This design comes from an exercise in tuning for small area on the open sky130 flow, not from production work.
At most, simulation tests tie the RTL to the original design; equivalence was not proved.
Function not checked in runs 1 and 2: the RTL went through the layout flow alone.
Power and IR drop assume default switching activity. No driver is modelled on the clock port, so clocking that relies on it looks cheaper here than on a real chip.

File: design.v
package gemm_pkg;
  localparam int DATA_WIDTH     = 32;
  localparam int LATENCY        = 5;
  localparam int K_TILES        = 4;
  localparam int COLS           = 8;
  localparam int FIFO_DEPTH     = 4;
  localparam int ISSUES_PER_ROW = COLS * K_TILES;
  typedef logic [DATA_WIDTH-1:0] data_t;
  typedef logic [COLS-1:0][DATA_WIDTH-1:0] row_t;
  function automatic int clog2_min1(input int n);
    if (n > 1) clog2_min1 = $clog2(n);
    else       clog2_min1 = 1;
  endfunction
endpackage
module result_row_fifo #(
  parameter int DW    = gemm_pkg::DATA_WIDTH,
  parameter int COLS  = gemm_pkg::COLS,
  parameter int DEPTH = gemm_pkg::FIFO_DEPTH
) (
  input  logic                 clk,
  input  logic                 rst,
  input  logic                 wen,
  input  logic [((COLS > 1) ? $clog2(COLS) : 1)-1:0] wcol,
  input  logic                 push,
  input  logic                 pop,
  input  logic [DW-1:0]        din,
  output logic                 empty,
  output logic [COLS*DW-1:0]   head
);
  localparam int AW = (DEPTH > 1) ? $clog2(DEPTH) : 1;
  localparam int CW = (COLS > 1) ? $clog2(COLS) : 1;
  logic [COLS*DW-1:0] ring [DEPTH];
  logic [AW:0]        wr_ptr, rd_ptr;
  logic [AW-1:0]      ph, pend_slot;
  logic [DEPTH-1:0]   hsel;
  logic [CW-1:0]      pend_col;
  logic [DW-1:0]      pend;
  logic               pend_vld, inj, bypass;
  assign empty = (wr_ptr == rd_ptr);
  assign pend_col  = wcol - 1'b1;
  assign pend_slot = wr_ptr[AW-1:0] - AW'(wcol == '0);
  assign inj       = pend_vld && (AW'(pend_slot + ph) == AW'(DEPTH-1));
  assign bypass    = pend_vld && (wcol == '0) && (pend_slot == rd_ptr[AW-1:0]);
  always_comb begin
    head = '0;
    for (int p = 0; p < DEPTH; p++)
      head = head | (ring[p] & {(COLS*DW){hsel[p]}});
    if (bypass) head[(COLS-1)*DW +: DW] = pend;
  end
  always_ff @(posedge clk) begin
    if (rst) begin
      wr_ptr   <= '0;
      rd_ptr   <= '0;
      ph       <= '0;
      hsel     <= DEPTH'(1);
      pend_vld <= 1'b0;
    end else begin
      if (push) wr_ptr <= wr_ptr + 1'b1;
      if (pop) rd_ptr <= rd_ptr + 1'b1;
      ph <= ph + 1'b1;
      hsel <= pop ? {hsel[DEPTH-3:0], hsel[DEPTH-1:DEPTH-2]} : {hsel[DEPTH-2:0], hsel[DEPTH-1]};
      if (wen) pend_vld <= 1'b1;
      else if (inj) pend_vld <= 1'b0;
    end
  end
  always_ff @(posedge clk) begin
    if (wen) pend <= din;
  end
  always_ff @(posedge clk) begin
    for (int p = 1; p < DEPTH; p++) ring[p] <= ring[p-1];
    for (int c = 0; c < COLS; c++)
      ring[0][c*DW +: DW] <= (inj && pend_col == CW'(c)) ? pend : ring[DEPTH-1][c*DW +: DW];
  end
endmodule
module gemm_result_collector #(
  parameter int DATA_WIDTH = gemm_pkg::DATA_WIDTH,
  parameter int LATENCY    = gemm_pkg::LATENCY,
  parameter int K_TILES    = gemm_pkg::K_TILES,
  parameter int COLS       = gemm_pkg::COLS,
  parameter int FIFO_DEPTH = gemm_pkg::FIFO_DEPTH
) (
  input  logic                       clk,
  input  logic                       rst,
  input  logic                       issue_valid,
  output logic                       issue_ready,
  input  logic [DATA_WIDTH-1:0]      ipu_data_in,
  output logic                       row_valid,
  input  logic                       row_ready,
  output logic [COLS*DATA_WIDTH-1:0] row_data
);
  localparam int ROW_ISSUES = COLS * K_TILES;
  localparam int IW  = (ROW_ISSUES > 1) ? $clog2(ROW_ISSUES) : 1;
  localparam int KW  = (K_TILES > 1) ? $clog2(K_TILES) : 1;
  localparam int CW  = (COLS > 1) ? $clog2(COLS) : 1;
  localparam int CRW = $clog2(FIFO_DEPTH + 1);
  logic [LATENCY-1:0] vld_pipe;
  logic [IW-1:0]      issue_cnt;
  logic [CRW-1:0]     credits;
  logic [KW-1:0]      k;
  logic [CW-1:0]      col;
  logic [DATA_WIDTH-1:0] acc, elem;
  logic               fire, reserve, tail, elem_done, push, pop, empty;
  assign issue_ready = !rst && (credits != '0 || issue_cnt != '0);
  assign fire        = issue_valid && issue_ready;
  assign reserve     = fire && (issue_cnt == '0);
  assign tail        = vld_pipe[LATENCY-1];
  assign elem        = ipu_data_in + ((k == '0) ? '0 : acc);
  assign elem_done   = tail && (k == KW'(K_TILES-1));
  assign push        = elem_done && (col == CW'(COLS-1));
  assign row_valid   = !empty;
  assign pop         = row_valid && row_ready;
  always_ff @(posedge clk) begin
    if (rst) begin
      vld_pipe  <= '0;
      issue_cnt <= '0;
      credits   <= CRW'(FIFO_DEPTH);
      k         <= '0;
      col       <= '0;
    end else begin
      vld_pipe <= LATENCY'({vld_pipe, fire});
      if (fire) issue_cnt <= issue_cnt + 1'b1;
      if (reserve && !pop)      credits <= credits - 1'b1;
      else if (pop && !reserve) credits <= credits + 1'b1;
      if (tail) begin
        k <= k + 1'b1;
        if (elem_done) col <= col + 1'b1;
      end
    end
  end
  always_ff @(posedge clk) begin
    if (tail) acc <= elem;
  end
  result_row_fifo #(.DW(DATA_WIDTH), .COLS(COLS), .DEPTH(FIFO_DEPTH)) u_fifo (
    .clk   (clk),
    .rst   (rst),
    .wen   (elem_done),
    .wcol  (col),
    .push  (push),
    .pop   (pop),
    .din   (elem),
    .empty (empty),
    .head  (row_data)
  );
endmodule
File: flow/run.sh
#!/bin/bash
set -euo pipefail
export BUFFER_PORTS_ARGS="-buffer_cell sky130_fd_sc_hd__buf_1"
export CTS_ARGS="-sink_clustering_enable -repair_clock_nets -dont_use_dummy_load -sink_clustering_size 30 -sink_clustering_max_diameter 80 -buf_list {sky130_fd_sc_hd__clkbuf_16}"
bash standard.sh finish > flow.log 2>&1
File: standard.sh
#!/bin/bash
# synth_recipe.tcl (not shown) runs the flow's synth.tcl, then flattens the netlist and writes it again
# the make line also repeats each setting of config.mk as NAME=value (left out here)
make -C /OpenROAD-flow-scripts/flow DESIGN_CONFIG=/design/flow/config.mk WORK_HOME=/design/flow/orfs CLKGATE_MAP_FILE= SYNTH_SCRIPT=/design/flow/synth_recipe.tcl "${@:-finish}"
File: config.mk
export PLATFORM = sky130hd
export DESIGN_NAME = gemm_result_collector
export DESIGN_NICKNAME = gemm_result_collector
export VERILOG_FILES = /design/flow/design.v
export SDC_FILE = /design/flow/constraint.sdc
export NUM_CORES = 4
export LEC_CHECK = 0
export CAP_MARGIN = 20
export CORE_MARGIN = 2
export CORE_UTILIZATION = 65
export SLEW_MARGIN = 20
File: constraint.sdc
create_clock -name core_clock -period 5.0 [get_ports {clk}]
set_input_delay 1.0000 -clock core_clock [delete_from_list [all_inputs] [get_ports {clk}]]
set_output_delay 1.0000 -clock core_clock [all_outputs]
set_load 0.01 [all_outputs]
==> impl_metrics.ini, run 1 <==
[status]
status = timing/DRC/antenna clean

[routing]
drt-initial-drc-count = 1667
wl_per_cell_um = 23.8
viasPerCell = 6.12
drtPass1Iterations = 5
drc = 0
num_vias = 22200
ant_nets = 0
routed_wl_mm = 86.3

[yosys]
synth-main-ff-cell = dfxtp_1
synth_warnings = 3
ys_ff_latch = 1119
postSynthAreaPerCell_um2 = 12.5
syn_inst = 2762
syn-num-nets = 2847
yosysSeqAreaShare_pct = 67.0
synth_edf_count = 64
netlist-cell-type-count = 52
async_flop_share_pct = 0
syn_area_um2 = 34400

[floorplanning]
start_util_pct = 65.6
num_rows = 84
die_h_um = 234
design.core.area_um2 = 52400
die_area_um2 = 54800
pin_count = 294
die_w_um = 234

[cells_and_area]
multi_input_area_um2 = 10500
num-nets-final = 3021
stdcell_count = 3624
syn_to_final_growth_pct = 7.79
seq_area_um2 = 23100
fill_cells = 3733
drive_above_1_share_pct = 11.9
fin_area_um2 = 37100

[pwr]
seqPwrFrac_pct = 67.1
swShare_pct = 20.9
comb_power_share_pct = 2.5
internal_power_mw = 10.7
clkPwrFrac_pct = 30.4
p_leak_nw = 15.1
ir_drop_mv = 0.262
power.density_nw_per_um2 = 366
p_sw_mw = 2.84

[timing]
period_share_pct = 83.6
setup_viol = 0
worst_pin_slew_ns = 1.11
min_period_ns = 4.18
relSlewSlack_pct = 25.8
final.setup.tns_ns = 0
skew_ns = 0.0459
hold_viol_final = 0
slew_viol_final = 0
rsz0062_at_grt = false
max_freq_mhz = 239

[clock_network]
cts_tree = built
cts_num_sinks = 1119
clk-insertion-delay-late_ns = 0.61
cts-root-buf = clkbuf_16
hold_buffers = 0
clock_path_buffers = 3
cts_buffers = 44
postCtsSetupRepairBufs = 0
ctsResizeCount = 0
htree_levels = 2
clk_pin_slew_ns = 0.11

[worst_setup_path]
cp_max_fo = 36
cp-startpoint = col[0]$_SDFFE_PP0P_
worstReg2RegStart = col[0]$_SDFFE_PP0P_
path_class = register to output pin
cp_cell_sequence = inv_1 > ha_1 > nor2b_1 > ha_1 > xor2_1 > xnor2_1 > nand4_1 > buf_4 > nor2_1 > a31oi_1 > buf_1
endpoint_kind = output pin
worst_ep_arrival_time_ns = 3.18
crit_top_cell = ha_1
cpMaxStageDelayCell = buf_4
crit_required_ns = 4.00
cpPeakStageDelay_ns = 0.38
startpoint_type = register

[global_routing]
grt_use_total_pct = 30.5
first_global_vias = 21600
grt.overflow.total = 0
grt_pass1_wl_mm = 128
grt_max_degree = 85
antenna_found_initial = 6

[worst_hold_path]
hp-start = u_fifo.ring[1][25]$_DFF_P_
min-delay-path-class = register to register

[placed_design]
hpwl_mm = 54.2
place_inst = 3578
io_buffer_count = 293
place_area_um2 = 36000
gp_congestion = 0.877

[flow_run]
cap_viol_max_count = 0
[cells in the final DEF, fill, tap and decap left out, drive strengths merged, types with 2 or more instances in the layout]
master,count
edfxtp,64
nor4b,3
nor2,73
diode,2
nand2,264
o21bai,5
xor2,18
or2,2
ha,47
nor2b,38
and3,3
nor3,7
dfxtp,1055
nand3,12
a211oi,3
a2111o,2
a21o,15
xnor2,32
o21a,7
a31oi,38
o31ai,4
fa,2
nand3b,2
a211o,4
a21oi,33
buf,322
and2,3
mux2,256
mux2i,6
o21ai,14
o2111ai,3
inv,21
a22oi,513
clkbuf,44
nand2b,3
nand4,5
[area by class of cell]
type                            instances  area share, %
Timing Repair Buffer                  322           3.86
Clock buffer                           44           2.97
Sequential cell                      1119           62.2
Inverter                               21          0.213
Multi-Input combinational cell       1428           28.4
Tap cell                              688           2.32
Antenna cell                            2         0.0135
[stage by stage]
stage               power, mW  util (%)  hold slack, ns  setup WS, ns
finish                   13.6      70.7           0.316         0.821
global route             14.0      70.7           0.332         0.569
detailed placement       9.64      68.6           0.336          1.25
CTS                      13.6      70.7           0.321         0.765
floorplan                9.50         -           0.331          1.74
global placement         9.64      68.6           0.333          1.41
[final timing paths]
path	end	slack, ns	cells past startpoint
worst max-delay path	row_data[232]	0.82	11
worst min-delay path	u_fifo.ring[2][25]$_DFF_P_	0.32	0
worst max register to register	u_fifo.ring[0][29]$_DFF_P_	1.17	12
worst min register to register	u_fifo.ring[2][25]$_DFF_P_	0.32	0
[critical path, delay by kind of cell, from the launching register on]
kind            cells  cell delay [ns]
simple gates        3             0.39
flops               1             0.36
buf+inv             3             0.72
xor+xnor            2             0.34
compound gates      1             0.31
fa+ha+maj           2             0.43
[cells in the mapped netlist, types with 4 or more instances]
library cell	n	share of area, %
a211o_1	4	0.10
a21o_1	13	0.28
a21oi_1	32	0.47
a22oi_1	513	11
a31oi_1	38	0.69
buf_1	9	0.098
buf_2	24	0.35
clkbuf_1	159	1.7
dfxtp_1	1055	61
edfxtp_1	64	5.6
ha_1	47	1.7
inv_1	21	0.23
mux2_2	256	8.4
mux2i_1	6	0.17
nand2_1	264	2.9
nand3_1	12	0.17
nand4_1	5	0.091
nor2_1	73	0.80
nor2b_1	38	0.69
nor3_1	7	0.10
o21a_1	7	0.15
o21ai_0	12	0.17
o21bai_1	5	0.11
o31ai_1	4	0.087
xnor2_1	32	0.81
xor2_1	18	0.46
[sequential cells by signal (all words and copies together), names as in the netlist]
register,count
u_fifo.ring,1024
u_fifo.hsel,4
vld_pipe,5
u_fifo.ph,2
u_fifo.rd_ptr,3
u_fifo.pend_vld,1
acc,32
credits,3
k,2
u_fifo.pend,32
u_fifo.wr_ptr,3
col,3
issue_cnt,5
[kinds of logic after synthesis]
| group | Yosys count | synth area share (%) |
|---|---|---|
| adders and majority gates | 49 | 1.83 |
| and+or+nand+nor | 416 | 5.08 |
| DFF | 1119 | 67.0 |
| xor gates and xnor gates | 50 | 1.27 |
| AOI/OAI and AO/OA | 651 | 13.8 |
| buffers and inverters | 215 | 2.44 |
| muxes | 262 | 8.55 |
[power by group through the flow]
stage | clock network, mW | logic (mW) | registers (mW)
5_1_grt | 4.48 | 0.361 | 9.11
2_1_floorplan | 0 | 0.237 | 9.27
6_report | 4.13 | 0.337 | 9.11
3_5_place_dp | 0 | 0.334 | 9.31
3_3_place_gp | 0 | 0.331 | 9.30
4_1_cts | 4.19 | 0.334 | 9.10
[routing by layer]
metal	GRT usage, %	vias to the layer above	routed length (µm)
met4	8.13	0	2260
li1	-	10200	-
met1	41.8	11200	37800
met5	0	-	0
met2	49.9	625	41000
met3	5.59	131	5230
==> inputs of run 2 (changes only) <==
--- a/config.mk
+++ b/config.mk
@@ -7,5 +7,5 @@
 export LEC_CHECK = 0
 export CAP_MARGIN = 20
 export CORE_MARGIN = 2
-export CORE_UTILIZATION = 65
+export CORE_UTILIZATION = 80
 export SLEW_MARGIN = 20
==> impl_metrics.ini, run 2 <==
[worst_setup_path]
r2r_cells = 12
cp_cell_sequence = inv_1 > ha_1 > nor2b_1 > ha_1 > xor2_1 > xnor2_1 > nand4_1 > buf_12 > nor2_1 > a31oi_1 > buf_1
crit_required_ns = 4.00
worst_ep_arrival_time_ns = 3.20
cpPeakStageDelay_ns = 0.37
cp_max_fo = 50
ff2ff_setup_slack_ns = 1.08
path_class = register to output pin
startpoint_type = register
cpMaxStageDelayCell = dfxtp_1
path_buf_inv = 3
r2r-end = u_fifo.ring[0][213]$_DFF_P_
endpoint_kind = output pin
crit_top_cell = ha_1
worstReg2RegStart = col[0]$_SDFFE_PP0P_
path_delay_family = simple AND/OR/NAND/NOR gates

[flow_run]
cap_viol_max_count = 0

[cells_and_area]
reg_top3 = u_fifo.ring: 1024 flops, acc: 32 flops, u_fifo.pend: 32 flops
num-nets-final = 3017
stdcell_count = 3473
drive_above_1_share_pct = 11.7
syn_to_final_growth_pct = 7.13
final_common_cell = dfxtp_1
largest_reg_flops = 1024
final_cell_mix = 1051 x dfxtp_1, 513 x a22oi_1, 293 x buf_1
fill_cells = 2040
regMostFlops = u_fifo.ring

[pwr]
p_leak_nw = 15.1
seqPwrFrac_pct = 67.1
swShare_pct = 21.0
comb_power_share_pct = 2.4
power.density_nw_per_um2 = 369
p_sw_mw = 2.85
clkPwrFrac_pct = 30.5
internal_power_mw = 10.7
ir_drop_mv = 0.293

[routing]
wl_per_cell_um = 25.6
ant_nets = 0
drt-initial-drc-count = 2383
routed_wl_mm = 89.0
drtPass1Iterations = 6
num_vias = 23100
drc = 0
viasPerCell = 6.66

[yosys]
synth_common_cells = 1055 x dfxtp_1, 513 x a22oi_1, 264 x nand2_1, 256 x mux2_2, 159 x clkbuf_1
yosysSeqAreaShare_pct = 67.0
synthTopCellsByArea = dfxtp_1 61%, a22oi_1 11%, mux2_2 8.4%
netlist-cell-type-count = 52
syn-num-nets = 2847
synth-main-ff-cell = dfxtp_1
async_flop_share_pct = 0
postSynthAreaPerCell_um2 = 12.5
syn_area_um2 = 34400
syn_inst = 2762
synth_largest_area_cell = dfxtp_1
synth_edf_count = 64
yosysTopAreaCellShare_pct = 61.4
ys_ff_latch = 1119
synth.most_common_cell = dfxtp_1
synth_warnings = 3

[clock_network]
cts_tree = built
htree_levels = 2
cts-root-buf = clkbuf_16
cts_num_sinks = 1119
clock_path_buffers = 3
clk_pin_slew_ns = 0.11
cts_buffers = 44
hold_buffers = 0
clk-insertion-delay-late_ns = 0.62

[placed_design]
io_buffer_count = 293
hpwl_mm = 55.2
gp_congestion = 0.905
place_inst = 3423
dp_slack_ns = 0.946

[timing]
post-route-worst-setup-slack_ns = 0.803
slew_viol_final = 0
skew_ns = 0.0684
max_freq_mhz = 238
final.setup.tns_ns = 0
setup_viol = 0
min_period_ns = 4.20
relSlewSlack_pct = 19.5
hold_viol_final = 0
rsz0062_at_grt = false
period_share_pct = 83.9
worst_pin_slew_ns = 1.20

[global_routing]
antenna_found_initial = 6
grt_max_degree = 102
grt.overflow.total = 0
first_global_vias = 23100
grt_use_total_pct = 38.7
grt_pass1_wl_mm = 132

[worst_hold_path]
min-delay-path-class = register to register
hp-start = u_fifo.ring[2][15]$_DFF_P_
whs_path_depth = 0
hold-path-endpoint = u_fifo.ring[3][15]$_DFF_P_

[floorplanning]
die_h_um = 211
pin_count = 294
die_w_um = 211
start_util_pct = 81.5
die_area_um2 = 44700
num_rows = 75
design.core.area_um2 = 42200

[status]
status = timing/DRC/antenna clean
-- run 2: cell counts after synthesis --
Identical to the previous run, type by type.
-- run 2: logic make-up (layout without fill, tap and decap cells) --
| group | Yosys count | in the layout | share of synthesized area (%) |
|---|---|---|---|
| AND/OR/NAND/NOR | 416 | 416 | 5.08 |
| buffers and inverters | 215 | 383 | 2.44 |
| flip-flops | 1119 | 1119 | 67.0 |
| adder cells (fa/ha/maj) | 49 | 49 | 1.83 |
| XOR/XNOR | 50 | 50 | 1.27 |
| other | 0 | 4 | 0 |
| multiplexers | 262 | 262 | 8.55 |
| AO/OA/AOI/OAI | 651 | 651 | 13.8 |
-- run 2: worst max path at each step --
stage / from / slack [ns] / end / cells after the start
2_1_floorplan: ipu_data_in[1] / 1.74 / acc[17]$_DFFE_PP_ / 8
3_3_place_gp: col[0]$_SDFFE_PP0P_ / 1.12 / row_data[237] / 10
3_5_place_dp: col[0]$_SDFFE_PP0P_ / 0.95 / row_data[226] / 10
4_1_cts: col[0]$_SDFFE_PP0P_ / 0.20 / row_data[249] / 11
5_1_grt: col[0]$_SDFFE_PP0P_ / 0.65 / row_data[249] / 11
6_report: col[0]$_SDFFE_PP0P_ / 0.80 / row_data[249] / 11
-- run 2: timing repair --
item	4_1_cts	5_1_grt
setup endpoints to repair	0	19
gates resized for setup	0	0
hold endpoints to repair	0	0
setup buffers	0	2
-- run 2: final cells by class --
type                    instances  area, µm²  share of cell area, %
diodes                          4       10.0                 0.0272
clock buffers                  44       1100                   2.99
inverters                      21       78.8                  0.214
multi-input cells            1428      10500                   28.6
flip-flops and latches       1119      23100                   62.6
well taps                     539        674                   1.83
repair buffers                318       1390                   3.77
-- run 2: power groups by stage --
stage	registers (mW)	clock network (mW)	logic, mW
4_1_cts	9.11	4.11	0.318
3_3_place_gp	9.31	0	0.311
2_1_floorplan	9.27	0	0.237
5_1_grt	9.12	4.40	0.346
3_5_place_dp	9.31	0	0.316
6_report	9.11	4.14	0.325
-- run 2: routing by layer --
metal	up-vias	routed length, µm	share of wire (%)	track usage (%)
met4	0	4810	5.4	19.8
met3	261	7980	9.0	7.52
met2	1168	41900	47	62.6
li1	10200	-	-	-
met1	11500	34300	39	50.0
met5	-	0	0	0
-- run 2: through the flow --
stage                     cell area, µm²  total power, mW  hold slack [ns]  utilization [%]
after detailed placement           35700             9.63            0.336             84.6
after global placement             35700             9.62            0.333             84.6
final                              36900             13.6            0.293             87.3
after floorplan                    34400             9.50            0.331                -
after CTS                          36800             13.5            0.287             87.2
after global routing               36800             13.9            0.284             87.3
==> inputs of run 3 (changes only) <==
--- a/design.v
+++ b/design.v
@@ -36,6 +36,10 @@
   logic [CW-1:0]      pend_col;
   logic [DW-1:0]      pend;
   logic               pend_vld, inj, bypass;
+  logic [COLS-1:0]    keep;
+  logic               pend_vld_n;
+  logic [CW-1:0]      wcol_n, pend_col_n;
+  logic [AW-1:0]      pend_slot_n;
   assign empty = (wr_ptr == rd_ptr);
   assign pend_col  = wcol - 1'b1;
   assign pend_slot = wr_ptr[AW-1:0] - AW'(wcol == '0);
@@ -66,10 +70,20 @@
   always_ff @(posedge clk) begin
     if (wen) pend <= din;
   end
+  assign pend_vld_n  = !rst && (wen || (pend_vld && !inj));
+  assign wcol_n      = wcol + CW'(wen);
+  assign pend_col_n  = wcol_n - 1'b1;
+  assign pend_slot_n = AW'(wr_ptr[AW-1:0] + AW'(push)) - AW'(wcol_n == '0);
+  always_ff @(posedge clk) begin
+    for (int c = 0; c < COLS; c++)
+      keep[c] <= !(pend_vld_n && pend_col_n == CW'(c) &&
+                   (AW'(pend_slot_n + ph + 1'b1) == AW'(DEPTH-1)));
+  end
   always_ff @(posedge clk) begin
     for (int p = 1; p < DEPTH; p++) ring[p] <= ring[p-1];
     for (int c = 0; c < COLS; c++)
-      ring[0][c*DW +: DW] <= (inj && pend_col == CW'(c)) ? pend : ring[DEPTH-1][c*DW +: DW];
+      ring[0][c*DW +: DW] <= (pend & {DW{inj && pend_col == CW'(c)}}) |
+                             (ring[DEPTH-1][c*DW +: DW] & {DW{keep[c]}});
   end
 endmodule
 module gemm_result_collector #(
--- a/config.mk
+++ b/config.mk
@@ -5,7 +5,8 @@
 export SDC_FILE = /design/flow/constraint.sdc
 export NUM_CORES = 4
 export LEC_CHECK = 0
-export CAP_MARGIN = 20
+export CAP_MARGIN = 10
 export CORE_MARGIN = 2
-export CORE_UTILIZATION = 80
-export SLEW_MARGIN = 20
+export CORE_UTILIZATION = 65
+export GPL_TIMING_DRIVEN = 0
+export SLEW_MARGIN = 10
==> impl_metrics.ini, run 3 <==
[yosys]
synth.most_common_cell = dfxtp_1
netlist-cell-type-count = 57
syn_inst = 2817
syn-num-nets = 2907
async_flop_share_pct = 0
synthTopCellsByArea = dfxtp_1 62%, a22oi_1 11%, a22o_1 6.6%
postSynthAreaPerCell_um2 = 12.2
synth_largest_area_cell = dfxtp_1
synth_edf_count = 64
yosysSeqAreaShare_pct = 67.8
synth_warnings = 3
ys_ff_latch = 1127
yosysTopAreaCellShare_pct = 62.2
synth-main-ff-cell = dfxtp_1
syn_area_um2 = 34200
synth_common_cells = 1063 x dfxtp_1, 512 x a22oi_1, 258 x a22o_1, 256 x nand2_1, 151 x clkbuf_1

[worst_setup_path]
startpoint_type = register
crit_required_ns = 4.00
r2r-end = acc[28]$_DFFE_PP_
endpoint_kind = output pin
worst_ep_arrival_time_ns = 3.74
crit_top_cell = ha_1
r2r_cells = 12
worstReg2RegStart = k[0]$_SDFFE_PP0P_
ff2ff_setup_slack_ns = 1.28
path_class = register to output pin
cp_max_fo = 10
cp_cell_sequence = inv_1 > ha_1 > nor2b_1 > ha_1 > xor2_1 > nand4_1 > clkbuf_1 > nor2_1 > a31oi_1 > buf_1
cpMaxStageDelayCell = clkbuf_1
cpPeakStageDelay_ns = 0.53

[cells_and_area]
final_cell_mix = 1062 x dfxtp_1, 512 x a22oi_1, 334 x buf_1
final_common_cell = dfxtp_1
drive_above_1_share_pct = 3.10
regMostFlops = u_fifo.ring
reg_top3 = u_fifo.ring: 1024 flops, acc: 32 flops, u_fifo.pend: 32 flops
num-nets-final = 3250
largest_reg_flops = 1024
syn_to_final_growth_pct = 9.17
stdcell_count = 3847

[worst_hold_path]
hold-path-endpoint = u_fifo.ring[2][220]$_DFF_P_
hp-start = u_fifo.ring[1][220]$_DFF_P_
min-delay-path-class = register to register
whs_path_depth = 0

[status]
status = timing/DRC/antenna clean

[clock_network]
hold_buffers = 0
clock_path_buffers = 3
htree_levels = 2
cts-root-buf = clkbuf_16
cts_num_sinks = 1127
cts_buffers = 44
cts_tree = built
ctsResizeCount = 0
clk-insertion-delay-late_ns = 0.61
postCtsSetupRepairBufs = 0
clk_pin_slew_ns = 0.11

[timing]
min_period_ns = 4.74
setup_viol = 0
max_freq_mhz = 211
slew_viol_final = 0
rsz0062_at_grt = false
final.setup.tns_ns = 0
worst_pin_slew_ns = 1.41
relSlewSlack_pct = 6.15
period_share_pct = 94.8
hold_viol_final = 0
skew_ns = 0.0541

[pwr]
p_leak_nw = 14.7
power_mw = 13.7
power.density_nw_per_um2 = 367
ir_drop_mv = 0.323

[global_routing]
first_global_vias = 23300
grt.overflow.total = 0
antenna_found_initial = 5
grt_max_degree = 34
grt_pass1_wl_mm = 142
grt_use_total_pct = 34.4

[floorplanning]
start_util_pct = 65.4
design.core.area_um2 = 52300
die_w_um = 233
pin_count = 294
die_h_um = 233
die_area_um2 = 54500
num_rows = 84

[placed_design]
place_inst = 3801
hpwl_mm = 63.3
gp_congestion = 0.872
io_buffer_count = 293

[routing]
ant_nets = 0
drt-initial-drc-count = 2078
viasPerCell = 6.28
routed_wl_mm = 96.5
drtPass1Iterations = 6
wl_per_cell_um = 25.1
num_vias = 24200
drc = 0

[flow_run]
cap_viol_max_count = 0
## run 3: through the flow
stage | setup WS [ns] | hold WS, ns | util, % | cell area (µm²)
2_1_floorplan | 0.659 | 0.331 | - | 34200
3_3_place_gp | -0.634 | 0.333 | 69.2 | 36200
3_5_place_dp | 1.09 | 0.336 | 69.3 | 36300
4_1_cts | 0.412 | 0.315 | 71.4 | 37400
5_1_grt | 0.154 | 0.312 | 71.4 | 37400
6_report | 0.261 | 0.318 | 71.4 | 37400
## run 3: worst max-delay path by stage
stage | endpoint | slack [ns] | start
3_3_place_gp | u_fifo.keep[1]$_DFF_P_ | -0.63 | vld_pipe[4]$_SDFF_PP0_
2_1_floorplan | u_fifo.keep[5]$_DFF_P_ | 0.66 | vld_pipe[4]$_SDFF_PP0_
5_1_grt | row_data[228] | 0.15 | col[0]$_SDFFE_PP0P_
3_5_place_dp | row_data[229] | 1.09 | col[0]$_SDFFE_PP0P_
4_1_cts | row_data[229] | 0.41 | col[0]$_SDFFE_PP0P_
6_report | row_data[228] | 0.26 | col[0]$_SDFFE_PP0P_
## run 3: final cells by class
class                      count  area [µm²]
multi-input combinational   1446       10100
clock buffer                  44        1100
buffer                       224         881
sequential                  1127       23200
timing repair buffer         297        1170
antenna                        1        2.50
inverter                      20        75.1
tap                          688         861
fill                        3754       15000
## run 3: where the power goes
group | switching, mW | total [mW] | leakage [nW] | internal, mW
sequential | 0.0290 | 9.14 | 9.14 | 9.11
clock | 2.58 | 4.17 | 0.542 | 1.59
combinational | 0.298 | 0.399 | 5.00 | 0.101
## run 3: kinds of logic after synthesis
family | count (synthesis) | synth area share (%)
flops | 1127 | 67.8
compound gates | 901 | 20.5
simple gates | 432 | 5.42
buf+inv | 244 | 2.77
fa+ha+maj | 54 | 2.04
xor+xnor | 53 | 1.36
mux | 6 | 0.175
## run 3: worst max-delay path: cells and delay by family, from the launching register on
| kind | cells | cell delay [ns] |
|---|---|---|
| adder cells (fa/ha/maj) | 2 | 0.56 |
| flip-flops | 1 | 0.44 |
| AND/OR/NAND/NOR | 3 | 0.64 |
| AO/OA/AOI/OAI | 1 | 0.46 |
| XOR/XNOR | 1 | 0.15 |
| buffers and inverters | 3 | 0.88 |
## run 3: per-layer routing
metal / vias to the layer above / GRT usage [%] / routed length [µm]
met5: - / 0 / 21
met4: 4 / 15.4 / 4650
met3: 188 / 5.09 / 6650
met2: 1027 / 53.6 / 43900
met1: 12100 / 47.7 / 41200
li1: 10900 / - / -
==> inputs of run 4 (changes only) <==
--- a/config.mk
+++ b/config.mk
@@ -5,8 +5,7 @@
 export SDC_FILE = /design/flow/constraint.sdc
 export NUM_CORES = 4
 export LEC_CHECK = 0
-export CAP_MARGIN = 10
+export CAP_MARGIN = 20
 export CORE_MARGIN = 2
 export CORE_UTILIZATION = 65
-export GPL_TIMING_DRIVEN = 0
-export SLEW_MARGIN = 10
+export SLEW_MARGIN = 20
==> impl_metrics.ini, run 4 <==
[worst_setup_path]
path_buf_inv = 3
cpPeakStageDelay_ns = 0.54
cp_cell_sequence = inv_1 > ha_1 > nor2b_1 > ha_1 > xor2_1 > nand4_1 > buf_4 > nor2_1 > a31oi_1 > buf_1
ff2ff_setup_slack_ns = 1.56
startpoint_type = register
worst_ep_arrival_time_ns = 3.40
endpoint_kind = output pin
path_delay_family = buffers and inverters
cpMaxStageDelayCell = buf_4
cp_max_fo = 64
crit_required_ns = 4.00
crit_top_cell = ha_1
path_class = register to output pin

[placed_design]
hpwl_mm = 55.8
place_inst = 3624
io_buffer_count = 293
gp_congestion = 0.903

[floorplanning]
die_area_um2 = 54500
num_rows = 84
design.core.area_um2 = 52300
start_util_pct = 65.4
pin_count = 294
die_w_um = 233
die_h_um = 233

[global_routing]
first_global_vias = 22800
grt_pass1_wl_mm = 138
grt.overflow.total = 0
grt_max_degree = 145
grt_use_total_pct = 33.1
antenna_found_initial = 3

[timing]
slew_viol_final = 0
final.setup.tns_ns = 0
relSlewSlack_pct = 24.6
hold_viol_final = 0
setup_viol = 0
rsz0062_at_grt = false
worst_pin_slew_ns = 1.13
max_freq_mhz = 227
period_share_pct = 88.1
min_period_ns = 4.40
skew_ns = 0.0668

[pwr]
ir_drop_mv = 0.275
internal_power_mw = 10.8
p_leak_nw = 14.5
p_sw_mw = 2.86
clkPwrFrac_pct = 30.4
power.density_nw_per_um2 = 370
seqPwrFrac_pct = 67.1
swShare_pct = 21.0
comb_power_share_pct = 2.5

[yosys]
ys_ff_latch = 1127
yosysTopAreaCellShare_pct = 62.2
syn-num-nets = 2907
synth_warnings = 3
synth_common_cells = 1063 x dfxtp_1, 512 x a22oi_1, 258 x a22o_1, 256 x nand2_1, 151 x clkbuf_1
syn_inst = 2817
synth.most_common_cell = dfxtp_1
synthTopCellsByArea = dfxtp_1 62%, a22oi_1 11%, a22o_1 6.6%
synth-main-ff-cell = dfxtp_1
syn_area_um2 = 34200
netlist-cell-type-count = 57
postSynthAreaPerCell_um2 = 12.2
yosysSeqAreaShare_pct = 67.8
async_flop_share_pct = 0
synth_edf_count = 64
synth_largest_area_cell = dfxtp_1

[clock_network]
hold_buffers = 0
htree_levels = 2
clk-insertion-delay-late_ns = 0.63
clk_pin_slew_ns = 0.11
clock_path_buffers = 3
cts_num_sinks = 1127
cts_tree = built
cts_buffers = 44
cts-root-buf = clkbuf_16
postCtsSetupRepairBufs = 0
ctsResizeCount = 0

[cells_and_area]
stdcell_count = 3668
fill_cells = 3809
regMostFlops = u_fifo.ring
final_common_cell = dfxtp_1
syn_to_final_growth_pct = 7.75
antenna_cells = 0
num-nets-final = 3072
reg_top3 = u_fifo.ring: 1024 flops, acc: 32 flops, u_fifo.pend: 32 flops
final_cell_mix = 1059 x dfxtp_1, 512 x a22oi_1, 293 x buf_1
drive_above_1_share_pct = 3.83
largest_reg_flops = 1024

[routing]
viasPerCell = 6.34
wl_per_cell_um = 25.2
num_vias = 23300
drt-initial-drc-count = 2120
ant_nets = 0
drc = 0
drtPass1Iterations = 6
routed_wl_mm = 92.6

[status]
status = timing/DRC/antenna clean

[worst_hold_path]
min-delay-path-class = register to register

[flow_run]
cap_viol_max_count = 0
run 4: layer usage:
| layer | up-vias | track usage [%] | routed length, µm |
|---|---|---|---|
| met1 | 11600 | 44.5 | 38500 |
| met4 | 2 | 15.2 | 4540 |
| li1 | 10500 | - | - |
| met5 | - | 0 | 12 |
| met2 | 944 | 51.7 | 42300 |
| met3 | 179 | 6.96 | 7220 |
run 4: power groups by stage:
| stage | clock (mW) | combinational [mW] | sequential [mW] |
|---|---|---|---|
| after floorplan | 0 | 0.239 | 9.33 |
| after global placement | 0 | 0.330 | 9.37 |
| after detailed placement | 0 | 0.333 | 9.37 |
| after CTS | 4.19 | 0.334 | 9.17 |
| after global routing | 4.49 | 0.361 | 9.18 |
| final | 4.15 | 0.338 | 9.17 |
run 4: logic make-up (layout without fill, tap and decap cells):
family                   after synthesis  after routing  share of synthesized area, %
buffers and inverters                244            407                          2.77
AND/OR/NAND/NOR                      432            432                          5.42
XOR/XNOR                              53             53                          1.36
multiplexers                           6              6                         0.175
adder cells (fa/ha/maj)               54             54                          2.04
AO/OA/AOI/OAI                        901            901                          20.5
flip-flops                          1127           1127                          67.8
run 4: cell type report:
type / count / area [µm²] / area share (%)
inverters: 20 / 75.1 / 0.204
well taps: 688 / 861 / 2.33
repair buffers: 343 / 1550 / 4.20
flip-flops and latches: 1127 / 23200 / 62.9
clock buffers: 44 / 1100 / 2.98
multi-input cells: 1446 / 10100 / 27.3
run 4: stage by stage:
| step | power (mW) | hold WS (ns) | util, % | setup WS, ns | cell area [µm²] |
|---|---|---|---|---|---|
| floorplan | 9.57 | 0.331 | - | 0.659 | 34200 |
| global placement | 9.70 | 0.333 | 68.4 | 1.44 | 35800 |
| detailed placement | 9.70 | 0.337 | 68.4 | 1.31 | 35800 |
| CTS | 13.7 | 0.311 | 70.5 | 0.625 | 36900 |
| global route | 14.0 | 0.320 | 70.5 | 0.411 | 36900 |
| finish | 13.7 | 0.313 | 70.5 | 0.597 | 36900 |
run 4: worst paths after layout:
kind	end	cells past startpoint	startpoint
setup / recovery	row_data[232]	10	col[0]$_SDFFE_PP0P_
hold / removal	u_fifo.ring[2][54]$_DFF_P_	0	u_fifo.ring[1][54]$_DFF_P_
setup reg to reg	u_fifo.keep[6]$_DFF_P_	15	vld_pipe[4]$_SDFF_PP0_
hold reg to reg	u_fifo.ring[2][54]$_DFF_P_	0	u_fifo.ring[1][54]$_DFF_P_
run 4: worst register-to-register path, stage by stage, from the launching register on:
cell,delay (ns)
dfxtp_1,0.32
buf_4,0.43
nand2_1,0.25
inv_1,0.16
ha_1,0.16
ha_1,0.23
nor2_1,0.07
ha_1,0.21
fa_1,0.48
inv_1,0.04
ha_1,0.18
xnor2_1,0.18
nor2_1,0.05
nand3b_1,0.22
nor3_1,0.23
nand3_1,0.12
==> inputs of run 5 (changes only) <==
--- a/design.v
+++ b/design.v
@@ -29,9 +29,10 @@
 );
   localparam int AW = (DEPTH > 1) ? $clog2(DEPTH) : 1;
   localparam int CW = (COLS > 1) ? $clog2(COLS) : 1;
+  localparam int NW = $clog2(DEPTH + 1);
   logic [COLS*DW-1:0] ring [DEPTH];
-  logic [AW:0]        wr_ptr, rd_ptr;
-  logic [AW-1:0]      ph, pend_slot;
+  logic [NW-1:0]      count;
+  logic [AW-1:0]      wpos, pend_pos;
   logic [DEPTH-1:0]   hsel;
   logic [CW-1:0]      pend_col;
   logic [DW-1:0]      pend;
@@ -39,12 +40,12 @@
   logic [COLS-1:0]    keep;
   logic               pend_vld_n;
   logic [CW-1:0]      wcol_n, pend_col_n;
-  logic [AW-1:0]      pend_slot_n;
-  assign empty = (wr_ptr == rd_ptr);
-  assign pend_col  = wcol - 1'b1;
-  assign pend_slot = wr_ptr[AW-1:0] - AW'(wcol == '0);
-  assign inj       = pend_vld && (AW'(pend_slot + ph) == AW'(DEPTH-1));
-  assign bypass    = pend_vld && (wcol == '0) && (pend_slot == rd_ptr[AW-1:0]);
+  logic [AW-1:0]      wpos_n, pend_pos_n;
+  assign empty = (count == '0);
+  assign pend_col = wcol - 1'b1;
+  assign pend_pos = wpos - AW'(wcol == '0);
+  assign inj      = pend_vld && (pend_pos == AW'(DEPTH-1));
+  assign bypass   = pend_vld && (wcol == '0) && hsel[pend_pos];
   always_comb begin
     head = '0;
     for (int p = 0; p < DEPTH; p++)
@@ -53,15 +54,14 @@
   end
   always_ff @(posedge clk) begin
     if (rst) begin
-      wr_ptr   <= '0;
-      rd_ptr   <= '0;
-      ph       <= '0;
+      count    <= '0;
+      wpos     <= '0;
       hsel     <= DEPTH'(1);
       pend_vld <= 1'b0;
     end else begin
-      if (push) wr_ptr <= wr_ptr + 1'b1;
-      if (pop) rd_ptr <= rd_ptr + 1'b1;
-      ph <= ph + 1'b1;
+      if (push && !pop)      count <= count + 1'b1;
+      else if (pop && !push) count <= count - 1'b1;
+      wpos <= wpos_n;
       hsel <= pop ? {hsel[DEPTH-3:0], hsel[DEPTH-1:DEPTH-2]} : {hsel[DEPTH-2:0], hsel[DEPTH-1]};
       if (wen) pend_vld <= 1'b1;
       else if (inj) pend_vld <= 1'b0;
@@ -70,14 +70,14 @@
   always_ff @(posedge clk) begin
     if (wen) pend <= din;
   end
-  assign pend_vld_n  = !rst && (wen || (pend_vld && !inj));
-  assign wcol_n      = wcol + CW'(wen);
-  assign pend_col_n  = wcol_n - 1'b1;
-  assign pend_slot_n = AW'(wr_ptr[AW-1:0] + AW'(push)) - AW'(wcol_n == '0);
+  assign pend_vld_n = !rst && (wen || (pend_vld && !inj));
+  assign wpos_n     = wpos + 1'b1 + AW'(push);
+  assign wcol_n     = wcol + CW'(wen);
+  assign pend_col_n = wcol_n - 1'b1;
+  assign pend_pos_n = wpos_n - AW'(wcol_n == '0);
   always_ff @(posedge clk) begin
     for (int c = 0; c < COLS; c++)
-      keep[c] <= !(pend_vld_n && pend_col_n == CW'(c) &&
-                   (AW'(pend_slot_n + ph + 1'b1) == AW'(DEPTH-1)));
+      keep[c] <= !(pend_vld_n && pend_col_n == CW'(c) && pend_pos_n == AW'(DEPTH-1));
   end
   always_ff @(posedge clk) begin
     for (int p = 1; p < DEPTH; p++) ring[p] <= ring[p-1];
--- a/config.mk
+++ b/config.mk
@@ -5,7 +5,7 @@
 export SDC_FILE = /design/flow/constraint.sdc
 export NUM_CORES = 4
 export LEC_CHECK = 0
-export CAP_MARGIN = 20
+export CAP_MARGIN = 5
 export CORE_MARGIN = 2
 export CORE_UTILIZATION = 65
-export SLEW_MARGIN = 20
+export SLEW_MARGIN = 5
==> impl_metrics.ini, run 5 <==
[routing]
ant_nets = 0
wl_per_cell_um = 25.4
wl_met3_mm = 7.59
viasPerCell = 6.41
drtPass1Iterations = 6
drt-initial-drc-count = 2150
drc = 0
wl_met1_mm = 38.8
num_vias = 23400
dr_wl_met2_mm = 42.4
top_layer_used = met5
routed_wl_mm = 92.9

[yosys]
yosysTopAreaCellShare_pct = 62.2
synth-main-ff-cell = dfxtp_1
netlist-cell-type-count = 55
postSynthAreaPerCell_um2 = 12.1
synth_largest_area_cell = dfxtp_1
syn_area_um2 = 34100
yosysSeqAreaShare_pct = 67.9
synth_edf_count = 64
ys_ff_latch = 1124
synth.most_common_cell = dfxtp_1
synthTopCellsByArea = dfxtp_1 62%, a22oi_1 11%, a22o_1 6.6%
synth_warnings = 3
syn_inst = 2821
syn-num-nets = 2910
async_flop_share_pct = 0
synth_common_cells = 1060 x dfxtp_1, 512 x a22oi_1, 272 x nand2_1, 256 x a22o_1, 209 x clkbuf_1

[pwr]
swShare_pct = 20.7
power.density_nw_per_um2 = 369
power_mw = 13.5
seqPwrFrac_pct = 67.3
p_leak_nw = 14.4
clkPwrFrac_pct = 30.6
internal_power_mw = 10.7
comb_power_share_pct = 2.2
ir_drop_mv = 0.276
p_sw_mw = 2.81

[worst_setup_path]
startpoint_type = register
cpMaxStageDelayCell = mux4_2
cpPeakStageDelay_ns = 0.52
crit_top_cell = ha_1
crit_required_ns = 4.00
worst_ep_arrival_time_ns = 3.58
cp_max_fo = 64
path_class = register to output pin
cp_cell_sequence = inv_1 > ha_1 > nor2b_1 > ha_1 > mux4_2 > nand3_2 > buf_4 > nor2_1 > a31oi_1 > buf_1
endpoint_kind = output pin

[cells_and_area]
final_common_cell = dfxtp_1
drive_above_1_share_pct = 3.47
fill_cells = 3654
reg_top3 = u_fifo.ring: 1024 flops, acc: 32 flops, u_fifo.pend: 32 flops
num-nets-final = 3062
largest_reg_flops = 1024
regMostFlops = u_fifo.ring
final_cell_mix = 1054 x dfxtp_1, 512 x a22oi_1, 293 x buf_1
antenna_cells = 0
syn_to_final_growth_pct = 7.54

[timing]
period_share_pct = 91.6
min_period_ns = 4.58
relSlewSlack_pct = 24.4
max_freq_mhz = 218
worst_pin_slew_ns = 1.13
final.setup.tns_ns = 0
rsz0062_at_grt = false
slew_viol_final = 0
hold_viol_final = 0
skew_ns = 0.0613
setup_viol = 0

[clock_network]
hold_buffers = 0
cts-root-buf = clkbuf_16
clk-insertion-delay-late_ns = 0.63
cts_num_sinks = 1124
clock_path_buffers = 3
clk_pin_slew_ns = 0.11
cts_buffers = 44
htree_levels = 2
postCtsSetupRepairBufs = 0
ctsResizeCount = 0
cts_tree = built

[global_routing]
antenna_found_initial = 2
grt.overflow.total = 0
grt_max_degree = 140
first_global_vias = 22700
grt_use_total_pct = 33.3
grt_pass1_wl_mm = 138

[placed_design]
io_buffer_count = 293
hpwl_mm = 55.5
gp_congestion = 0.879

[floorplanning]
start_util_pct = 66.1
die_w_um = 233
pin_count = 294
die_h_um = 233
die_area_um2 = 54300
num_rows = 83
design.core.area_um2 = 51600

[flow_run]
cap_viol_max_count = 0

[worst_hold_path]
min-delay-path-class = register to register

[status]
status = timing/DRC/antenna clean
## run 5: cell count changes after synthesis, sizes merged, moves of 5 or more
cell    previous run  this run
clkbuf           151       209
buf               73        17
nor2              78        57
nand2            256       272
xnor2             32        21
a21oi             35        45
o21ai             18        24
a211oi             4         9
or3                0         5
## run 5: area by class of cell
cell class / instances / area [µm²] / area share (%)
repair buffers: 332 / 1440 / 3.93
well taps: 680 / 851 / 2.32
clock buffers: 44 / 1100 / 3.00
multi-input cells: 1451 / 10000 / 27.4
inverters: 20 / 75.1 / 0.205
flip-flops and latches: 1124 / 23200 / 63.2
## run 5: kinds of logic after synthesis
kind of cell / share of synthesized area [%]
simple gates: 5.53
buf+inv: 2.71
fa+ha+maj: 2.01
flops: 67.9
xor+xnor: 1.10
mux: 0.154
compound gates: 20.6
## run 5: worst max-delay path: cells and delay by family, from the launching register on
kind,cells,cell delay (ns)
simple gates,3,0.34
fa+ha+maj,2,0.58
buf+inv,3,0.83
compound gates,1,0.25
flops,1,0.43
mux,1,0.52
## run 5: power by group through the flow
stage,logic [mW],clock network (mW),registers (mW)
floorplan,0.216,0,9.28
global placement,0.286,0,9.31
detailed placement,0.287,0,9.31
CTS,0.288,4.18,9.10
global route,0.312,4.47,9.11
finish,0.292,4.14,9.10
## run 5: path summary, 6_finish.rpt
kind	startpoint	to	slack (ns)	depth (start not counted)
setup / recovery	col[0]$_SDFFE_PP0P_	row_data[244]	0.42	10
hold / removal	u_fifo.ring[1][192]$_DFF_P_	u_fifo.ring[2][192]$_DFF_P_	0.31	0
setup reg to reg	k[0]$_SDFFE_PP0P_	u_fifo.pend[28]$_DFFE_PP_	1.30	13
hold reg to reg	u_fifo.ring[1][192]$_DFF_P_	u_fifo.ring[2][192]$_DFF_P_	0.31	0
## run 5: through the flow
stage	cell area [µm²]	cells	hold slack, ns	setup slack, ns	utilization, %
after global routing	36700	3651	0.312	0.219	71.0
after global placement	35600	3607	0.334	1.29	68.9
after CTS	36700	3651	0.312	0.441	71.0
final	36700	3651	0.309	0.422	71.0
after detailed placement	35600	3607	0.337	1.13	68.9
after floorplan	34100	2821	0.331	1.14	-
## run 5: routing by layer
layer / global-route usage (%) / up-vias
li1: - / 10500
met2: 52.3 / 1041
met1: 45.3 / 11700
met3: 6.92 / 182
met4: 13.4 / 4
met5: 0 / -
==> inputs of run 6 (changes only) <==
--- a/config.mk
+++ b/config.mk
@@ -5,7 +5,8 @@
 export SDC_FILE = /design/flow/constraint.sdc
 export NUM_CORES = 4
 export LEC_CHECK = 0
-export CAP_MARGIN = 5
+export CAP_MARGIN = 20
 export CORE_MARGIN = 2
 export CORE_UTILIZATION = 65
-export SLEW_MARGIN = 5
+export PLACE_DENSITY = 0.85
+export SLEW_MARGIN = 20
==> impl_metrics.ini, run 6 <==
[routing]
drt-initial-drc-count = 2894
drtPass1Iterations = 6
viasPerCell = 6.55
drc = 0
ant_nets = 0
num_vias = 23900
wl_per_cell_um = 25.1
routed_wl_mm = 91.5

[worst_setup_path]
startpoint_type = register
crit_required_ns = 4.00
ff2ff_setup_slack_ns = 1.22
endpoint_kind = output pin
cp_max_fo = 64
path_class = register to output pin
worst_ep_arrival_time_ns = 3.49

[global_routing]
grt_use_total_pct = 32.9
first_global_vias = 23300
antenna_found_initial = 3
grt_max_degree = 221
grt.overflow.total = 0
grt_pass1_wl_mm = 137

[timing]
hold_viol_final = 0
slew_viol_final = 71
setup_viol = 0
relSlewSlack_pct = -2.21
max_freq_mhz = 223
final.setup.tns_ns = 0
min_period_ns = 4.49
rsz0062_at_grt = false
period_share_pct = 89.8
worst_pin_slew_ns = 1.53
skew_ns = 0.0443

[pwr]
ir_drop_mv = 0.290
power.density_nw_per_um2 = 370
p_leak_nw = 14.3
power_mw = 13.6

[yosys]
async_flop_share_pct = 0
synthTopCellsByArea = dfxtp_1 62%, a22oi_1 11%, a22o_1 6.6%
syn-num-nets = 2910
synth_largest_area_cell = dfxtp_1
postSynthAreaPerCell_um2 = 12.1
syn_area_um2 = 34100
synth_warnings = 3
synth_common_cells = 1060 x dfxtp_1, 512 x a22oi_1, 272 x nand2_1, 256 x a22o_1, 209 x clkbuf_1
yosysSeqAreaShare_pct = 67.9
ys_ff_latch = 1124
synth.most_common_cell = dfxtp_1
synth_edf_count = 64
netlist-cell-type-count = 55
synth-main-ff-cell = dfxtp_1
syn_inst = 2821
yosysTopAreaCellShare_pct = 62.2

[placed_design]
hpwl_mm = 55.8
io_buffer_count = 293
place_inst = 3599
gp_congestion = 0.959

[clock_network]
clk_pin_slew_ns = 0.11
hold_buffers = 0
htree_levels = 2
cts_buffers = 45
cts_tree = built
ctsResizeCount = 0
cts-root-buf = clkbuf_16
cts_num_sinks = 1124
clk-insertion-delay-late_ns = 0.62
postCtsSetupRepairBufs = 0
clock_path_buffers = 3

[floorplanning]
die_w_um = 233
design.core.area_um2 = 51600
die_area_um2 = 54300
num_rows = 83
pin_count = 294
start_util_pct = 66.1
die_h_um = 233

[cells_and_area]
num-nets-final = 3055
final_common_cell = dfxtp_1
regMostFlops = u_fifo.ring
drive_above_1_share_pct = 3.14
seq_area_um2 = 23200
largest_reg_flops = 1024
stdcell_count = 3645
final_cell_mix = 1055 x dfxtp_1, 512 x a22oi_1, 293 x buf_1
multi_input_area_um2 = 10000
reg_top3 = u_fifo.ring: 1024 flops, acc: 32 flops, u_fifo.pend: 32 flops
syn_to_final_growth_pct = 7.46
fill_cells = 3544

[status]
so_faults = slew limit
status = finished with violations

[flow_run]
cap_viol_max_count = 0

[worst_hold_path]
min-delay-path-class = register to register
run 6: cell counts after synthesis:
Identical to the previous run, type by type.
run 6: kinds of logic (layout without fill, tap and decap cells):
group,after synthesis,count (layout),synth area share [%]
buffers and inverters,246,389,2.71
AOI/OAI and AO/OA,916,916,20.6
adders and majority gates,53,53,2.01
other,0,1,0
DFF,1124,1124,67.9
xor gates and xnor gates,43,43,1.10
and+or+nand+nor,435,435,5.53
muxes,4,4,0.154
run 6: final timing paths:
check / startpoint / endpoint / depth (start not counted)
setup / recovery: col[0]$_SDFFE_PP0P_ / row_data[240] / 9
hold / removal: u_fifo.ring[1][217]$_DFF_P_ / u_fifo.ring[2][217]$_DFF_P_ / 0
setup reg to reg: k[0]$_SDFFE_PP0P_ / acc[28]$_DFFE_PP_ / 12
hold reg to reg: u_fifo.ring[1][217]$_DFF_P_ / u_fifo.ring[2][217]$_DFF_P_ / 0
run 6: report_power, final:
part	internal, mW	switching [mW]
Sequential	9.06	0.0415
Clock	1.63	2.55
Combinational	0.0770	0.216
run 6: through the flow:
| step | area, µm² | setup slack [ns] | hold slack, ns | util, % |
|---|---|---|---|---|
| floorplan | 34100 | 1.14 | 0.331 | - |
| global placement | 35500 | 1.16 | 0.335 | 68.8 |
| detailed placement | 35500 | 0.861 | 0.337 | 68.8 |
| CTS | 36600 | 0.191 | 0.316 | 71.0 |
| global route | 36600 | 0.305 | 0.320 | 71.0 |
| finish | 36600 | 0.512 | 0.312 | 71.0 |
run 6: area by class of cell:
type	instances	share of cell area (%)
Sequential cell	1124	63.2
Multi-Input combinational cell	1451	27.4
Timing Repair Buffer	324	3.77
Clock buffer	45	3.07
Tap cell	680	2.32
Inverter	20	0.205
Antenna cell	1	0.00683
run 6: routing by layer:
metal / share of wire [%] / wire length (µm) / global-route usage, %
met2: 45 / 41500 / 50.4
met1: 41 / 37200 / 45.1
met3: 9.0 / 8190 / 6.68
met5: 0.012 / 11 / 0
met4: 5.0 / 4580 / 15.1
run 6: worst max-delay path, cell delays in order, from the launching register on:
cell,delay [ns]
dfxtp_1,0.43
inv_1,0.14
ha_1,0.25
nor2b_1,0.18
ha_1,0.35
mux4_2,0.54
nand3_4,0.49
nor2_1,0.10
a31oi_1,0.21
buf_1,0.18
==> inputs of run 7 (changes only) <==
--- a/config.mk
+++ b/config.mk
@@ -8,5 +8,4 @@
 export CAP_MARGIN = 20
 export CORE_MARGIN = 2
 export CORE_UTILIZATION = 65
-export PLACE_DENSITY = 0.85
 export SLEW_MARGIN = 20
==> impl_metrics.ini, run 7 <==
[routing]
drt-initial-drc-count = 2150
drc = 0
num_vias = 23400
ant_nets = 0
drtPass1Iterations = 6
wl_per_cell_um = 25.4
viasPerCell = 6.41
routed_wl_mm = 92.9

[worst_setup_path]
startpoint_type = register
endpoint_kind = output pin
worst_ep_arrival_time_ns = 3.58
crit_required_ns = 4.00
cp-startpoint = col[0]$_SDFFE_PP0P_
worstReg2RegStart = k[0]$_SDFFE_PP0P_
cp_max_fo = 64
path_class = register to output pin

[yosys]
synthTopCellsByArea = dfxtp_1 62%, a22oi_1 11%, a22o_1 6.6%
synth_warnings = 3
netlist-cell-type-count = 55
ys_ff_latch = 1124
postSynthAreaPerCell_um2 = 12.1
syn-num-nets = 2910
async_flop_share_pct = 0
synth_edf_count = 64
syn_area_um2 = 34100
synth_common_cells = 1060 x dfxtp_1, 512 x a22oi_1, 272 x nand2_1, 256 x a22o_1, 209 x clkbuf_1
yosysTopAreaCellShare_pct = 62.2
synth_largest_area_cell = dfxtp_1
synth-main-ff-cell = dfxtp_1
synth.most_common_cell = dfxtp_1
yosysSeqAreaShare_pct = 67.9
syn_inst = 2821

[cells_and_area]
final_common_cell = dfxtp_1
fin_util_pct = 71.0
drive_above_1_share_pct = 3.47
regMostFlops = u_fifo.ring
final_cell_mix = 1054 x dfxtp_1, 512 x a22oi_1, 293 x buf_1
antenna_cells = 0
num-nets-final = 3062
syn_to_final_growth_pct = 7.54
reg_top3 = u_fifo.ring: 1024 flops, acc: 32 flops, u_fifo.pend: 32 flops
largest_reg_flops = 1024

[timing]
min_period_ns = 4.58
hold_viol_final = 0
final.setup.tns_ns = 0
worst_pin_slew_ns = 1.13
rsz0062_at_grt = false
setup_viol = 0
skew_ns = 0.0613
relSlewSlack_pct = 24.4
hold-worst-slack_ns = 0.309
period_share_pct = 91.6
max_freq_mhz = 218
slew_viol_final = 0

[pwr]
ir_drop_mv = 0.276
internal_power_mw = 10.7
clkPwrFrac_pct = 30.6
p_sw_mw = 2.81
comb_power_share_pct = 2.2
swShare_pct = 20.7
p_leak_nw = 14.4
power.density_nw_per_um2 = 369
seqPwrFrac_pct = 67.3

[placed_design]
io_buffer_count = 293
gp_congestion = 0.879
hpwl_mm = 55.5

[floorplanning]
pin_count = 294
start_util_pct = 66.1
num_rows = 83
die_h_um = 233
design.core.area_um2 = 51600
die_w_um = 233
die_area_um2 = 54300

[clock_network]
clk_pin_slew_ns = 0.11
clock_path_buffers = 3
ctsResizeCount = 0
clk-insertion-delay-late_ns = 0.63
cts_tree = built
htree_levels = 2
cts-root-buf = clkbuf_16
cts_num_sinks = 1124
cts_buffers = 44
hold_buffers = 0
postCtsSetupRepairBufs = 0

[status]
status = timing/DRC/antenna clean

[global_routing]
grt_use_total_pct = 33.3
antenna_found_initial = 2
first_global_vias = 22700
grt_pass1_wl_mm = 138
grt_max_degree = 140
grt.overflow.total = 0

[worst_hold_path]
hp-start = u_fifo.ring[1][192]$_DFF_P_
min-delay-path-class = register to register

[flow_run]
cap_viol_max_count = 0
[run 7: cell count changes in the layout (fill, tap and decap cells not counted)]
cell	previous run	this run
clkbuf_16	45	44
nand3_2	1	2
and2_2	1	3
dfxtp_1	1055	1054
nand3_4	1	0
buf_4	27	35
diode_2	1	0
dfxtp_2	1	2
and2_1	11	9
[run 7: cell families (layout without fill, tap and decap cells)]
kind of cell | count (synthesis) | in the layout | synth area share [%]
buf+inv | 246 | 396 | 2.71
fa+ha+maj | 53 | 53 | 2.01
simple gates | 435 | 435 | 5.53
flops | 1124 | 1124 | 67.9
xor+xnor | 43 | 43 | 1.10
compound gates | 916 | 916 | 20.6
mux | 4 | 4 | 0.154
[run 7: layout make-up]
cell class / instances / area, µm²
Sequential cell: 1124 / 23200
Tap cell: 680 / 851
Clock buffer: 44 / 1100
Inverter: 20 / 75.1
Fill cell: 3654 / 14900
Multi-Input combinational cell: 1451 / 10000
Timing Repair Buffer: 332 / 1440
[run 7: worst max-delay path, cell delays in order, from the launching register on]
cell	delay, ns
dfxtp_1	0.43
inv_1	0.14
ha_1	0.24
nor2b_1	0.16
ha_1	0.34
mux4_2	0.52
nand3_2	0.09
buf_4	0.51
nor2_1	0.09
a31oi_1	0.25
buf_1	0.18
[run 7: worst paths after layout]
check | to | slack [ns] | depth (start not counted)
worst max-delay path | row_data[244] | 0.42 | 10
worst min-delay path | u_fifo.ring[2][192]$_DFF_P_ | 0.31 | 0
worst max register to register | u_fifo.pend[28]$_DFFE_PP_ | 1.30 | 13
worst min register to register | u_fifo.ring[2][192]$_DFF_P_ | 0.31 | 0
[run 7: power groups by stage]
stage               Sequential (mW)  Clock, mW  Combinational [mW]
finish                         9.10       4.14               0.292
global route                   9.11       4.47               0.312
CTS                            9.10       4.18               0.288
detailed placement             9.31          0               0.287
global placement               9.31          0               0.286
floorplan                      9.28          0               0.216
[run 7: layer usage]
metal | track usage, % | part of all wire, %
met2 | 52.3 | 46
met4 | 13.4 | 4.4
met1 | 45.3 | 42
met3 | 6.92 | 8.2
met5 | 0 | 0.027
[run 7: through the flow]
step                instances  setup WS (ns)  cell area [µm²]  power, mW
floorplan                2821           1.14            34100       9.49
global placement         3607           1.29            35600       9.59
detailed placement       3607           1.13            35600       9.60
CTS                      3651          0.441            36700       13.6
global route             3651          0.219            36700       13.9
finish                   3651          0.422            36700       13.5
==> inputs of run 8 (changes only) <==
==> flow/run.sh (replaced) <==
#!/bin/bash
set -euo pipefail
export BUFFER_PORTS_ARGS="-buffer_cell sky130_fd_sc_hd__buf_1"
export CTS_ARGS="-sink_clustering_enable -repair_clock_nets -dont_use_dummy_load -sink_clustering_size 30 -sink_clustering_max_diameter 80 -buf_list {sky130_fd_sc_hd__clkbuf_8 sky130_fd_sc_hd__clkbuf_16}"
bash standard.sh finish > flow.log 2>&1
==> impl_metrics.ini, run 8 <==
[status]
status = timing/DRC/antenna clean

[timing]
relSlewSlack_pct = 24.4
skew_ns = 0.0613
hold_viol_final = 0
setup_viol = 0
min_period_ns = 4.58
worst_pin_slew_ns = 1.13
max_freq_mhz = 218
period_share_pct = 91.6
slew_viol_final = 0
rsz0062_at_grt = false
final.setup.tns_ns = 0

[worst_setup_path]
worst_ep_arrival_time_ns = 3.58
worstReg2RegStart = k[0]$_SDFFE_PP0P_
r2r_cells = 13
crit_required_ns = 4.00
endpoint_kind = output pin
path_class = register to output pin
r2r-end = u_fifo.pend[28]$_DFFE_PP_
ff2ff_setup_slack_ns = 1.30
cp_max_fo = 64
startpoint_type = register

[global_routing]
grt.overflow.total = 0
antenna_found_initial = 2
grt_pass1_wl_mm = 138
grt_use_total_pct = 33.3
first_global_vias = 22700
grt_max_degree = 140

[yosys]
synth_top_family_by_area = compound AO/OA/AOI/OAI gates
synth_edf_count = 64
synth_adder_area_share_pct = 2.01
postSynthAreaPerCell_um2 = 12.1
synth_largest_area_cell = dfxtp_1
syn_area_um2 = 34100
synth_xor_area_share_pct = 1.10
ys_ff_latch = 1124
synthSimpleGateAreaFrac_pct = 5.53
yosysSeqAreaShare_pct = 67.9
synth_compound_gate_area_share_pct = 20.6
synth_warnings = 3
async_flop_share_pct = 0
synth_common_cells = 1060 x dfxtp_1, 512 x a22oi_1, 272 x nand2_1, 256 x a22o_1, 209 x clkbuf_1
synthTopCellsByArea = dfxtp_1 62%, a22oi_1 11%, a22o_1 6.6%
netlist-cell-type-count = 55
synth.most_common_cell = dfxtp_1
yosysTopAreaCellShare_pct = 62.2
synth-main-ff-cell = dfxtp_1
syn-num-nets = 2910
synthMuxAreaShare_pct = 0.154
syn_inst = 2821

[floorplanning]
design.core.area_um2 = 51600
start_util_pct = 66.1
die_area_um2 = 54300
pin_count = 294
die_h_um = 233
die_w_um = 233
num_rows = 83

[clock_network]
cts_tree = built
clk-insertion-delay-late_ns = 0.63
postCtsSetupRepairBufs = 0
cts_buffers = 44
hold_buffers = 0
ctsResizeCount = 0
htree_levels = 2
cts_num_sinks = 1124
clk_pin_slew_ns = 0.11
clock_path_buffers = 3
cts-root-buf = clkbuf_16

[cells_and_area]
num-nets-final = 3062
syn_to_final_growth_pct = 7.54
drive_above_1_share_pct = 3.47
final_common_cell = dfxtp_1
largest_reg_flops = 1024
final_cell_mix = 1054 x dfxtp_1, 512 x a22oi_1, 293 x buf_1
antenna_cells = 0
fill_cells = 3654
reg_top3 = u_fifo.ring: 1024 flops, acc: 32 flops, u_fifo.pend: 32 flops
regMostFlops = u_fifo.ring
fin_util_pct = 71.0

[worst_hold_path]
hold-path-endpoint = u_fifo.ring[2][192]$_DFF_P_
hp-start = u_fifo.ring[1][192]$_DFF_P_
whs_path_depth = 0
min-delay-path-class = register to register

[pwr]
ir_drop_mv = 0.276
p_leak_nw = 14.4
power.density_nw_per_um2 = 369
swShare_pct = 20.7
internal_power_mw = 10.7
clkPwrFrac_pct = 30.6
p_sw_mw = 2.81
comb_power_share_pct = 2.2
seqPwrFrac_pct = 67.3

[placed_design]
hpwl_mm = 55.5
io_buffer_count = 293
gp_congestion = 0.879

[routing]
routed_wl_mm = 92.9
viasPerCell = 6.41
drt-initial-drc-count = 2150
ant_nets = 0
wl_met3_mm = 7.59
wl_per_cell_um = 25.4
dr_wl_met2_mm = 42.4
drtPass1Iterations = 6
wl_met1_mm = 38.8
drc = 0
top_layer_used = met5
num_vias = 23400

[flow_run]
cap_viol_max_count = 0
run 8: cell families after synthesis:
| group | count (synthesis) |
|---|---|
| simple gates | 435 |
| buf+inv | 246 |
| compound gates | 916 |
| flops | 1124 |
| xor+xnor | 43 |
| fa+ha+maj | 53 |
| mux | 4 |
run 8: cell type report:
| class | count | area [µm²] | share of cell area, % |
|---|---|---|---|
| tap | 680 | 851 | 2.32 |
| inverter | 20 | 75.1 | 0.205 |
| sequential | 1124 | 23200 | 63.2 |
| multi-input combinational | 1451 | 10000 | 27.4 |
| timing repair buffer | 332 | 1440 | 3.93 |
| clock buffer | 44 | 1100 | 3.00 |
run 8: critical path, cell delays in order, from the launching register on:
cell,delay (ns)
dfxtp_1,0.43
inv_1,0.14
ha_1,0.24
nor2b_1,0.16
ha_1,0.34
mux4_2,0.52
nand3_2,0.09
buf_4,0.51
nor2_1,0.09
a31oi_1,0.25
buf_1,0.18
run 8: power by group through the flow:
| stage | Combinational (mW) | Sequential, mW | Clock (mW) |
|---|---|---|---|
| global route | 0.312 | 9.11 | 4.47 |
| detailed placement | 0.287 | 9.31 | 0 |
| CTS | 0.288 | 9.10 | 4.18 |
| finish | 0.292 | 9.10 | 4.14 |
| global placement | 0.286 | 9.31 | 0 |
| floorplan | 0.216 | 9.28 | 0 |
run 8: how the worst max path moves through the flow:
stage                     slack, ns              startpoint  depth (start not counted)                     end
after floorplan                1.14  vld_pipe[4]$_SDFF_PP0_                         10  u_fifo.keep[6]$_DFF_P_
after global placement         1.29     col[0]$_SDFFE_PP0P_                         10           row_data[244]
after detailed placement       1.13     col[0]$_SDFFE_PP0P_                         10           row_data[244]
after CTS                      0.44     col[0]$_SDFFE_PP0P_                         10           row_data[244]
after global routing           0.22     col[0]$_SDFFE_PP0P_                         11           row_data[243]
final                          0.42     col[0]$_SDFFE_PP0P_                         10           row_data[244]
run 8: per-stage QoR:
step	cell area (µm²)	instances	hold WS, ns	setup slack (ns)	power (mW)
after floorplan	34100	2821	0.331	1.14	9.49
after global placement	35600	3607	0.334	1.29	9.59
after detailed placement	35600	3607	0.337	1.13	9.60
after CTS	36700	3651	0.312	0.441	13.6
after global routing	36700	3651	0.312	0.219	13.9
final	36700	3651	0.309	0.422	13.5
run 8: routing by layer:
metal,vias up,GRT usage [%]
li1,10500,-
met1,11700,45.3
met2,1041,52.3
met3,182,6.92
met4,4,13.4
met5,-,0

==> port drivers added, routing unchanged <==
In the flow no input, the clock included, has a driving cell. The finished layouts below were timed again as built, in two steps. Step 1 (the two cells are an assumption about what drives the block):
set clk [get_ports {clk}]
set_driving_cell -lib_cell sky130_fd_sc_hd__clkbuf_16 $clk
set_driving_cell -lib_cell sky130_fd_sc_hd__buf_2 [delete_from_list [all_inputs] $clk]
Step 2 also shifts input and output timing later by t, the mid clock arrival at the registers, as if the neighbouring blocks saw the same clock. Slacks: no drivers / after step 1 / after step 2; pairs: no drivers / after step 1.
| run | shift t [ns] | slack for setup (ns) | worst hold slack (ns) | clock arrival spread, ns | worst register clock-pin slew, ns |
|---|---|---|---|---|---|
| run 1 | 0.653 | 0.821 / 0.761 / 1.168 | 0.316 / 0.316 / 0.316 | 0.054 / 0.053 | 0.11 / 0.11 |
| run 2 | 0.647 | 0.803 / 0.741 / 1.081 | 0.293 / 0.293 / 0.293 | 0.072 / 0.072 | 0.11 / 0.11 |
| run 3 | 0.647 | 0.261 / 0.201 / 0.848 | 0.318 / 0.318 / 0.318 | 0.058 / 0.058 | 0.11 / 0.11 |
| run 4 | 0.659 | 0.597 / 0.534 / 1.194 | 0.313 / 0.313 / 0.313 | 0.070 / 0.071 | 0.11 / 0.11 |
| run 5 | 0.657 | 0.422 / 0.359 / 1.017 | 0.309 / 0.309 / 0.309 | 0.062 / 0.063 | 0.11 / 0.11 |
| run 6 | 0.659 | 0.512 / 0.451 / 1.110 | 0.312 / 0.312 / 0.312 | 0.051 / 0.050 | 0.11 / 0.11 |
| run 7 | 0.657 | 0.422 / 0.359 / 1.017 | 0.309 / 0.309 / 0.309 | 0.062 / 0.063 | 0.11 / 0.11 |
| run 8 | 0.657 | 0.422 / 0.359 / 1.017 | 0.309 / 0.309 / 0.309 | 0.062 / 0.063 | 0.11 / 0.11 |
